From an optimization exercise on the open Yosys and OpenROAD flow, aimed at small area and a short achievable clock period; shortcuts taken in it are not production practice.
In this exercise RTL edits were held to simulation tests only and were not proved equivalent to the original.
Power and IR drop assume default switching activity.

**flow/design.v**
```verilog
package port_dma_pkg;
    localparam int DATA_W = 32;
    localparam int ADDR_W = 16;
    localparam int CNT_W  = 7;
    localparam int PORT_W = 4;
    localparam int HDR_LEN_LSB = 7;
    localparam int HDR_LEN_MSB = 17;
    localparam int HDR_ROUTE_W = 7;
    localparam int CELL_BYTES_LOG2 = 4;
    localparam int FP_INIT_ENTRIES = 128;
    localparam int FP_DEPTH        = 256;
    localparam int DESC_W = ADDR_W + CNT_W + HDR_ROUTE_W;
    typedef logic [DATA_W-1:0] data_t;
    typedef logic [ADDR_W-1:0] addr_t;
    typedef logic [CNT_W-1:0]  cnt_t;
    typedef logic [PORT_W-1:0] port_t;
    typedef logic [DESC_W-1:0] desc_t;
    typedef enum logic [2:0] {
        WR_IDLE,
        WR_REQUEST,
        WR_WAIT_READY,
        WR_HEADER,
        WR_BODY,
        WR_DONE
    } writer_state_t;
    typedef enum logic [1:0] {
        RF_IDLE,
        RF_ASK,
        RF_HOLD
    } refill_state_t;
endpackage
`timescale 1ns/100ps
module free_ptr_list #(
    parameter port_dma_pkg::port_t P_PORT = '0
) (
    input  logic                i_clk,
    input  logic                i_rst_n,
    input  logic                i_locked,
    input  logic                i_pop,
    input  logic                i_fp_wr_en,
    input  port_dma_pkg::addr_t i_fp_wr_dat,
    input  logic                i_pkt_start,
    input  port_dma_pkg::cnt_t  i_pkt_cells,
    input  logic                i_mmu_malloc_done,
    output port_dma_pkg::addr_t o_addr,
    output logic                o_empty,
    output logic                o_aply_req,
    output port_dma_pkg::cnt_t  o_length
);
    localparam int PTR_W  = $clog2(port_dma_pkg::FP_DEPTH);
    localparam int IDX_W  = $clog2(port_dma_pkg::FP_INIT_ENTRIES);
    localparam int FILL_W = IDX_W + 1;
    localparam int PAD_W  = port_dma_pkg::ADDR_W - port_dma_pkg::PORT_W - IDX_W;
    port_dma_pkg::addr_t mem [port_dma_pkg::FP_DEPTH];
    logic [PTR_W-1:0]    wr_ptr;
    logic [PTR_W-1:0]    rd_ptr;
    logic [PTR_W:0]      used;
    logic                full;
    logic [FILL_W-1:0]   fill_cnt;
    logic                fill_busy;
    port_dma_pkg::addr_t fill_addr;
    logic                push;
    port_dma_pkg::addr_t push_dat;
    logic                pull;
    port_dma_pkg::refill_state_t rf_state;
    logic                        pend_vld;
    port_dma_pkg::cnt_t          pend_cells;
    logic                        take_pend;
    logic                        park;
    assign fill_busy = (fill_cnt != FILL_W'(port_dma_pkg::FP_INIT_ENTRIES));
    assign fill_addr = {P_PORT, {PAD_W{1'b0}}, fill_cnt[IDX_W-1:0]};
    always_ff @(posedge i_clk or negedge i_rst_n) begin
        if (!i_rst_n) begin
            fill_cnt <= '0;
        end else if (fill_busy && push) begin
            fill_cnt <= fill_cnt + 1'b1;
        end
    end
    assign push     = fill_busy ? (i_locked && !full) : (i_fp_wr_en && !full);
    assign push_dat = fill_busy ? fill_addr : i_fp_wr_dat;
    assign pull     = i_pop && !o_empty;
    assign full    = (used == (PTR_W + 1)'(port_dma_pkg::FP_DEPTH));
    assign o_empty = (used == '0);
    assign o_addr  = mem[rd_ptr];
    always_ff @(posedge i_clk) begin
        if (push) begin
            mem[wr_ptr] <= push_dat;
        end
    end
    always_ff @(posedge i_clk or negedge i_rst_n) begin
        if (!i_rst_n) begin
            wr_ptr <= '0;
            rd_ptr <= '0;
            used   <= '0;
        end else begin
            if (push) begin
                wr_ptr <= wr_ptr + 1'b1;
            end
            if (pull) begin
                rd_ptr <= rd_ptr + 1'b1;
            end
            case ({push, pull})
                2'b10:   used <= used + 1'b1;
                2'b01:   used <= used - 1'b1;
                default: used <= used;
            endcase
        end
    end
    assign take_pend = (rf_state == port_dma_pkg::RF_IDLE) && pend_vld;
    assign park      = i_pkt_start && !((rf_state == port_dma_pkg::RF_IDLE) && !pend_vld);
    always_ff @(posedge i_clk or negedge i_rst_n) begin
        if (!i_rst_n) begin
            pend_vld <= 1'b0;
        end else if (park) begin
            pend_vld <= 1'b1;
        end else if (take_pend) begin
            pend_vld <= 1'b0;
        end
    end
    always_ff @(posedge i_clk) begin
        if (park) begin
            pend_cells <= i_pkt_cells;
        end
    end
    always_ff @(posedge i_clk or negedge i_rst_n) begin
        if (!i_rst_n) begin
            rf_state <= port_dma_pkg::RF_IDLE;
            o_length <= '0;
        end else begin
            case (rf_state)
                port_dma_pkg::RF_IDLE: begin
                    if (pend_vld) begin
                        o_length <= pend_cells;
                        rf_state <= port_dma_pkg::RF_ASK;
                    end else if (i_pkt_start) begin
                        o_length <= i_pkt_cells;
                        rf_state <= port_dma_pkg::RF_ASK;
                    end
                end
                port_dma_pkg::RF_ASK: begin
                    rf_state <= port_dma_pkg::RF_HOLD;
                end
                port_dma_pkg::RF_HOLD: begin
                    if (i_mmu_malloc_done) begin
                        rf_state <= port_dma_pkg::RF_IDLE;
                    end
                end
                default: begin
                    rf_state <= port_dma_pkg::RF_IDLE;
                end
            endcase
        end
    end
    assign o_aply_req = (rf_state != port_dma_pkg::RF_IDLE);
endmodule
`timescale 1ns/100ps
module cell_writer (
    input  logic                i_clk,
    input  logic                i_rst_n,
    input  logic                i_locked,
    input  logic                i_empty,
    input  port_dma_pkg::data_t i_dat,
    input  port_dma_pkg::addr_t i_fp_addr,
    input  logic                i_fp_empty,
    input  logic                i_cb_full,
    input  logic                i_mmu_wr_ready,
    output logic                o_rd_en,
    output logic                o_fp_pop,
    output logic                o_mmu_wr_req,
    output logic                o_mmu_wr_en,
    output port_dma_pkg::addr_t o_mmu_wr_addr,
    output port_dma_pkg::data_t o_mmu_wr_dat,
    output logic                o_mmu_wr_done,
    output port_dma_pkg::desc_t o_cb_din,
    output logic                o_cb_wr_en,
    output logic                o_pkt_start,
    output port_dma_pkg::cnt_t  o_pkt_cells
);
    localparam int LEN_W = port_dma_pkg::HDR_LEN_MSB - port_dma_pkg::HDR_LEN_LSB + 1;
    localparam int FRAC_W = port_dma_pkg::CELL_BYTES_LOG2;
    port_dma_pkg::writer_state_t state;
    port_dma_pkg::cnt_t          body_left;
    logic [LEN_W-1:0]            hdr_len;
    logic [LEN_W-1:0]            len_cells;
    port_dma_pkg::cnt_t          hdr_cells;
    logic                        src_ready;
    logic                        start_ok;
    logic                        hdr_pop;
    logic                        cell_pop;
    assign hdr_len = i_dat[port_dma_pkg::HDR_LEN_MSB:port_dma_pkg::HDR_LEN_LSB];
    assign len_cells = (hdr_len >> FRAC_W)
                     + LEN_W'(|hdr_len[FRAC_W-1:0]);
    assign hdr_cells = port_dma_pkg::cnt_t'(len_cells + LEN_W'(1));
    assign src_ready = !i_empty && !i_fp_empty;
    assign start_ok  = i_locked && src_ready && !i_cb_full;
    assign hdr_pop  = (state == port_dma_pkg::WR_HEADER) && src_ready;
    assign cell_pop = hdr_pop || ((state == port_dma_pkg::WR_BODY) && src_ready);
    assign o_rd_en  = cell_pop;
    assign o_fp_pop = cell_pop;
    assign o_mmu_wr_req = (state == port_dma_pkg::WR_REQUEST);
    assign o_pkt_start = hdr_pop;
    assign o_pkt_cells = hdr_cells;
    always_ff @(posedge i_clk or negedge i_rst_n) begin
        if (!i_rst_n) begin
            state         <= port_dma_pkg::WR_IDLE;
            body_left     <= '0;
            o_mmu_wr_en   <= 1'b0;
            o_cb_wr_en    <= 1'b0;
            o_mmu_wr_done <= 1'b0;
        end else begin
            o_mmu_wr_en   <= cell_pop;
            o_cb_wr_en    <= hdr_pop;
            o_mmu_wr_done <= (state == port_dma_pkg::WR_DONE);
            case (state)
                port_dma_pkg::WR_IDLE: begin
                    if (start_ok) begin
                        state <= port_dma_pkg::WR_REQUEST;
                    end
                end
                port_dma_pkg::WR_REQUEST: begin
                    state <= port_dma_pkg::WR_WAIT_READY;
                end
                port_dma_pkg::WR_WAIT_READY: begin
                    if (i_mmu_wr_ready) begin
                        state <= port_dma_pkg::WR_HEADER;
                    end
                end
                port_dma_pkg::WR_HEADER: begin
                    if (hdr_pop) begin
                        body_left <= hdr_cells - 1'b1;
                        if (hdr_cells == port_dma_pkg::cnt_t'(1)) begin
                            state <= port_dma_pkg::WR_DONE;
                        end else begin
                            state <= port_dma_pkg::WR_BODY;
                        end
                    end
                end
                port_dma_pkg::WR_BODY: begin
                    if (cell_pop) begin
                        body_left <= body_left - 1'b1;
                        if (body_left == port_dma_pkg::cnt_t'(1)) begin
                            state <= port_dma_pkg::WR_DONE;
                        end
                    end
                end
                port_dma_pkg::WR_DONE: begin
                    state <= port_dma_pkg::WR_IDLE;
                end
                default: begin
                    state <= port_dma_pkg::WR_IDLE;
                end
            endcase
        end
    end
    always_ff @(posedge i_clk) begin
        if (cell_pop) begin
            o_mmu_wr_addr <= i_fp_addr;
            o_mmu_wr_dat  <= i_dat;
        end
        if (hdr_pop) begin
            o_cb_din <= {i_fp_addr, hdr_cells, i_dat[port_dma_pkg::HDR_ROUTE_W-1:0]};
        end
    end
endmodule
`timescale 1ns/100ps
module port_sgdma #(
    parameter port_dma_pkg::port_t P_PORT = 4'd3
) (
    input  logic                i_clk,
    input  logic                i_rst_n,
    input  logic                i_locked,
    input  port_dma_pkg::data_t i_dat,
    input  logic                i_empty,
    output logic                o_rd_en,
    output port_dma_pkg::desc_t o_cb_din,
    output logic                o_cb_wr_en,
    input  logic                i_cb_full,
    output logic                o_mmu_wr_req,
    output port_dma_pkg::port_t o_sram_sel,
    output logic                o_mmu_wr_en,
    output port_dma_pkg::addr_t o_mmu_wr_addr,
    output port_dma_pkg::data_t o_mmu_wr_dat,
    output logic                o_mmu_wr_done,
    input  logic                i_mmu_wr_ready,
    input  logic                i_mmu_malloc_done,
    input  logic                i_fp_wr_en,
    input  port_dma_pkg::addr_t i_fp_wr_dat,
    output logic                o_aply_req,
    output port_dma_pkg::cnt_t  o_length
);
    port_dma_pkg::addr_t fp_addr;
    logic                fp_empty;
    logic                fp_pop;
    logic                pkt_start;
    port_dma_pkg::cnt_t  pkt_cells;
    assign o_sram_sel = P_PORT;
    free_ptr_list #(
        .P_PORT (P_PORT)
    ) u_fp (
        .i_clk             (i_clk),
        .i_rst_n           (i_rst_n),
        .i_locked          (i_locked),
        .i_pop             (fp_pop),
        .i_fp_wr_en        (i_fp_wr_en),
        .i_fp_wr_dat       (i_fp_wr_dat),
        .i_pkt_start       (pkt_start),
        .i_pkt_cells       (pkt_cells),
        .i_mmu_malloc_done (i_mmu_malloc_done),
        .o_addr            (fp_addr),
        .o_empty           (fp_empty),
        .o_aply_req        (o_aply_req),
        .o_length          (o_length)
    );
    cell_writer u_wr (
        .i_clk          (i_clk),
        .i_rst_n        (i_rst_n),
        .i_locked       (i_locked),
        .i_empty        (i_empty),
        .i_dat          (i_dat),
        .i_fp_addr      (fp_addr),
        .i_fp_empty     (fp_empty),
        .i_cb_full      (i_cb_full),
        .i_mmu_wr_ready (i_mmu_wr_ready),
        .o_rd_en        (o_rd_en),
        .o_fp_pop       (fp_pop),
        .o_mmu_wr_req   (o_mmu_wr_req),
        .o_mmu_wr_en    (o_mmu_wr_en),
        .o_mmu_wr_addr  (o_mmu_wr_addr),
        .o_mmu_wr_dat   (o_mmu_wr_dat),
        .o_mmu_wr_done  (o_mmu_wr_done),
        .o_cb_din       (o_cb_din),
        .o_cb_wr_en     (o_cb_wr_en),
        .o_pkt_start    (pkt_start),
        .o_pkt_cells    (pkt_cells)
    );
endmodule
```
**flow/run.sh**
```bash
#!/bin/bash
# synth_recipe.tcl (not shown) runs the flow's synth.tcl, then flattens the netlist and writes it again
# the make line also repeats each setting of config.mk as NAME=value (left out here)
make -C /OpenROAD-flow-scripts/flow DESIGN_CONFIG=/design/flow/config.mk WORK_HOME=/design/flow/orfs CLKGATE_MAP_FILE= SYNTH_SCRIPT=/design/flow/synth_recipe.tcl finish
```
**flow/config.mk**
```make
export PLATFORM = sky130hd
export DESIGN_NAME = port_sgdma
export DESIGN_NICKNAME = port_sgdma
export VERILOG_FILES = /design/flow/design.v
export SDC_FILE = /design/flow/constraint.sdc
export NUM_CORES = 4
export LEC_CHECK = 0
export CAP_MARGIN = 20
export CORE_MARGIN = 2
export CORE_UTILIZATION = 40
export SLEW_MARGIN = 20
```
**flow/constraint.sdc**
```tcl
create_clock -name core_clock -period 5.0 [get_ports {i_clk}]
set_input_delay 1.0000 -clock core_clock [delete_from_list [all_inputs] [get_ports {i_clk}]]
set_output_delay 1.0000 -clock core_clock [all_outputs]
set_load 0.01 [all_outputs]
```
==> run summary <==
DRC=0; Clock Skew=approximately 80 ps; Power Total=roughly 0.1 W; initial core utilization=approximately 40%; max-cap viol count=0; GP Congestion=approximately 0.88; vias in the first global route=slightly above 80k; pwr dens=roughly 530 mW/mm2; Multi-input gate area=roughly 0.034 mm2; Num CTS Buffers=435; First DRT Iteration DRCs=12.1k; r2r setup slk=170 ps; layout cell share with drive strength beyond 1=between 20% and 30%; FF/Latch Area=between 0.1 and 0.15 mm2; Final Cycle Share=96.6%; CP Class=flip-flop to flip-flop; Tmin final=4830 ps; worst slew pin tran=around 1400 ps; Layout area overhead=16.0%; r2r endpoint=u_wr.o_cb_din[22]; H-tree lvl count=5; root buffer cell=clkbuf_16; register area share after synthesis=about 78%; first-pass GRT wire length=659 mm; commonest cells in the netlist=edfxtp_1 (4181), mux4_2 (885), mux2i_1 (373), nor2_1 (316), a22oi_1 (159); hold crit path type=primary input to asynchronous set/reset pin; clk sinks=around 4.2k; area of the core=around 0.41 mm2; WL/cell=approximately 34 um; syn_area_per_cell=21.9 um2; total congestion overflow=0; Clock Path Buffers=4; worst-skew pair later-pin latency=between 1000 and 1500 ps; Final Cell Area=approximately 0.19 mm2; post-CTS sizing=0; R2R depth=6; Final Setup Violations=0; row count=234; Clk pin slew, worst setup/hold paths=~60 ps; ys async rst share=1.32%; Warnings, synthesis=2; hold_buf cts=0; Total Wirelength=474 mm; via count=around 84k; post-placement cell area=0.175 mm2; GRT Resource Usage Total=between 20% and 30%; status=no timing/DRC/antenna violations; Yosys reg bits=4237; Synth area leaders=edfxtp_1 (77%), mux4_2 (12%), mux2i_1 (2.3%), dfrtp_1 (0.86%), a22oi_1 (0.73%); Top FF cell, synth=edfxtp_1; post-CTS setup buffers=0; reg2reg start=u_fp.rd_ptr[1]; Max IR drop VDD=around 0.64 mV; drt pass-1 iters=8; Static Leakage=~63 nW; IO Pins=151; top-count cell post-synth=edfxtp_1; largest net degree at the start of global routing=145; area share of the largest cell type after synthesis=76.9%; crit-path max FO=38; number of enable flip-flop cells after synthesis=~4.2k; Via-to-Cell Ratio=5.97; crit start category=flip-flop; Die Ht=643 um; Post-Syn Area=between 0.15 and 0.2 mm2; Routed Antenna Nets=0; final cell count without fillers=around 14k; # port buffers=146; Pins Over Slew Limit=0; Inst Count DP=roughly 13k; initial antenna violation count=27; cell accounting for the most synthesized area=edfxtp_1; Crit path arrival time=roughly 5500 ps; Crit path required time=5630 ps; fill cell count=between 30k and 40k; crit end category=flip-flop; die footprint=roughly 0.41 mm2; CTS tree=done; Yosys cell types=a little under 80; final layout net count=between 8k and 9k; Fmax=207 MHz; Rel. slew slack=roughly 8.6%; final hold vios=0; unrepaired setup endpoints after global routing=no; Detail Placement HPWL=293 mm; Syn Inst Count=between 7k and 8k; Horiz. Die Dim=between 600 and 700 um
==> worst max path at each step <==
stage	start	to	slack (ps)	cells after the start
global placement	u_fp.rd_ptr[1]	u_wr.o_mmu_wr_addr[10]	160	8
detailed placement	u_fp.rd_ptr[1]	u_wr.o_mmu_wr_addr[10]	290	8
floorplan	u_fp.fill_cnt[0]	u_fp.mem[0][0]	-720	7
finish	u_fp.rd_ptr[1]	u_wr.o_cb_din[22]	170	6
global route	u_fp.rd_ptr[1]	u_wr.o_mmu_wr_addr[0]	220	9
CTS	u_fp.rd_ptr[1]	u_wr.o_mmu_wr_addr[10]	270	8
==> power by group <==
group | switching (W) | internal, W
combinational | 0.0161 | 0.00883
sequential | 0.000691 | 0.0415
clock | 0.0137 | 0.0189
total | 0.0305 | 0.0692
==> sequential cells by signal, summed over array words and instances (netlist names), 2 cells and up <==
signal and cells:
u_fp.fill_cnt 8, u_wr.body_left 7, u_wr.state 3, u_fp.pend_cells 7, u_fp.rf_state 2, u_fp.rd_ptr 8, u_wr.o_cb_din 30, u_wr.o_mmu_wr_addr 16
u_fp.wr_ptr 8, u_fp.used 9, u_wr.o_mmu_wr_dat 32, u_fp.o_length 7, u_fp.mem 4096
==> per-stage QoR <==
stage	worst slack (ps)	hold slack [ps]	utilization (%)	TNS (ps)
after floorplan	-721	441	-	-830250
final	170	85.6	46.6	0
after global placement	162	467	43.1	0
after global routing	221	122	46.6	0
after detailed placement	291	478	43.1	0
after CTS	273	66.1	46.6	0
==> routing by layer <==
metal / GRT usage (%) / part of all wire [%]
met5: 0 / 0.0082
met4: 7.89 / 3.9
met3: 4.44 / 9.8
met2: 35.1 / 47
met1: 31.7 / 40
==> cell families (layout without fill, tap and decap cells) <==
| logic type | after synthesis | count (layout) | synth area share (%) |
|---|---|---|---|
| xor gates and xnor gates | 38 | 38 | 0.204 |
| muxes | 1297 | 1297 | 15.0 |
| other | 2 | 12 | 0.00460 |
| DFF | 4237 | 4237 | 77.8 |
| AOI/OAI and AO/OA | 776 | 776 | 3.35 |
| adders and majority gates | 23 | 23 | 0.179 |
| and+or+nand+nor | 620 | 620 | 1.68 |
| buffers and inverters | 463 | 1610 | 1.76 |
==> cells in the final DEF, fill, tap and decap left out, drive strengths merged, types with 126 or more instances in the layout <==
cell,count
edfxtp,4181
mux4,915
buf,641
clkbuf,534
mux2i,373
nor2,316
clkinv,201
a22oi,159
clkdlybuf4s50,145
a21oi,126
==> worst max-delay path, stage by stage (launching register included) <==
cell and delay, ps:
dfrtp_4 1110, buf_4 640, mux4_2 400, a22oi_1 460, a31oi_1 350, o31ai_1 960
o32ai_1 430
==> cell type report <==
class,count,share of cell area (%)
Antenna cell,8,0.0106
Clock buffer,534,6.05
Clock inverter,267,1.51
Inverter,23,0.0502
Multi-Input combinational cell,2758,17.9
Sequential cell,4237,67.1
Tap cell,5428,3.59
Timing Repair Buffer,786,3.84

## static timing again, ports no longer ideal
The results above use ideal ports. As a check the final layout listed here was re-extracted and re-timed, cells and wires unchanged. Step 1 assumes that a clkbuf_16 drives the clock port and a buf_2 every other input. Step 2 adds t to the input delays and takes it off the output delays; t is the mean of the earliest and latest rising clock arrival at the registers after step 1. Input paths then give back, and output paths get back, about the clock's delay inside the block. a / b / c = no drivers / after step 1 / after step 2; a / b = the first two.
shift t [ns]: 1.091
slack for setup (ns): 0.170 / 0.170 / 0.170
hold WS [ns]: 0.086 / 0.002 / 0.492
worst setup path after step 2: register to register
After both steps setup and hold are still met in this run. For this run, drivers alone change the setup slack by 0.000 ns; drivers and shift together by 0.000 ns.
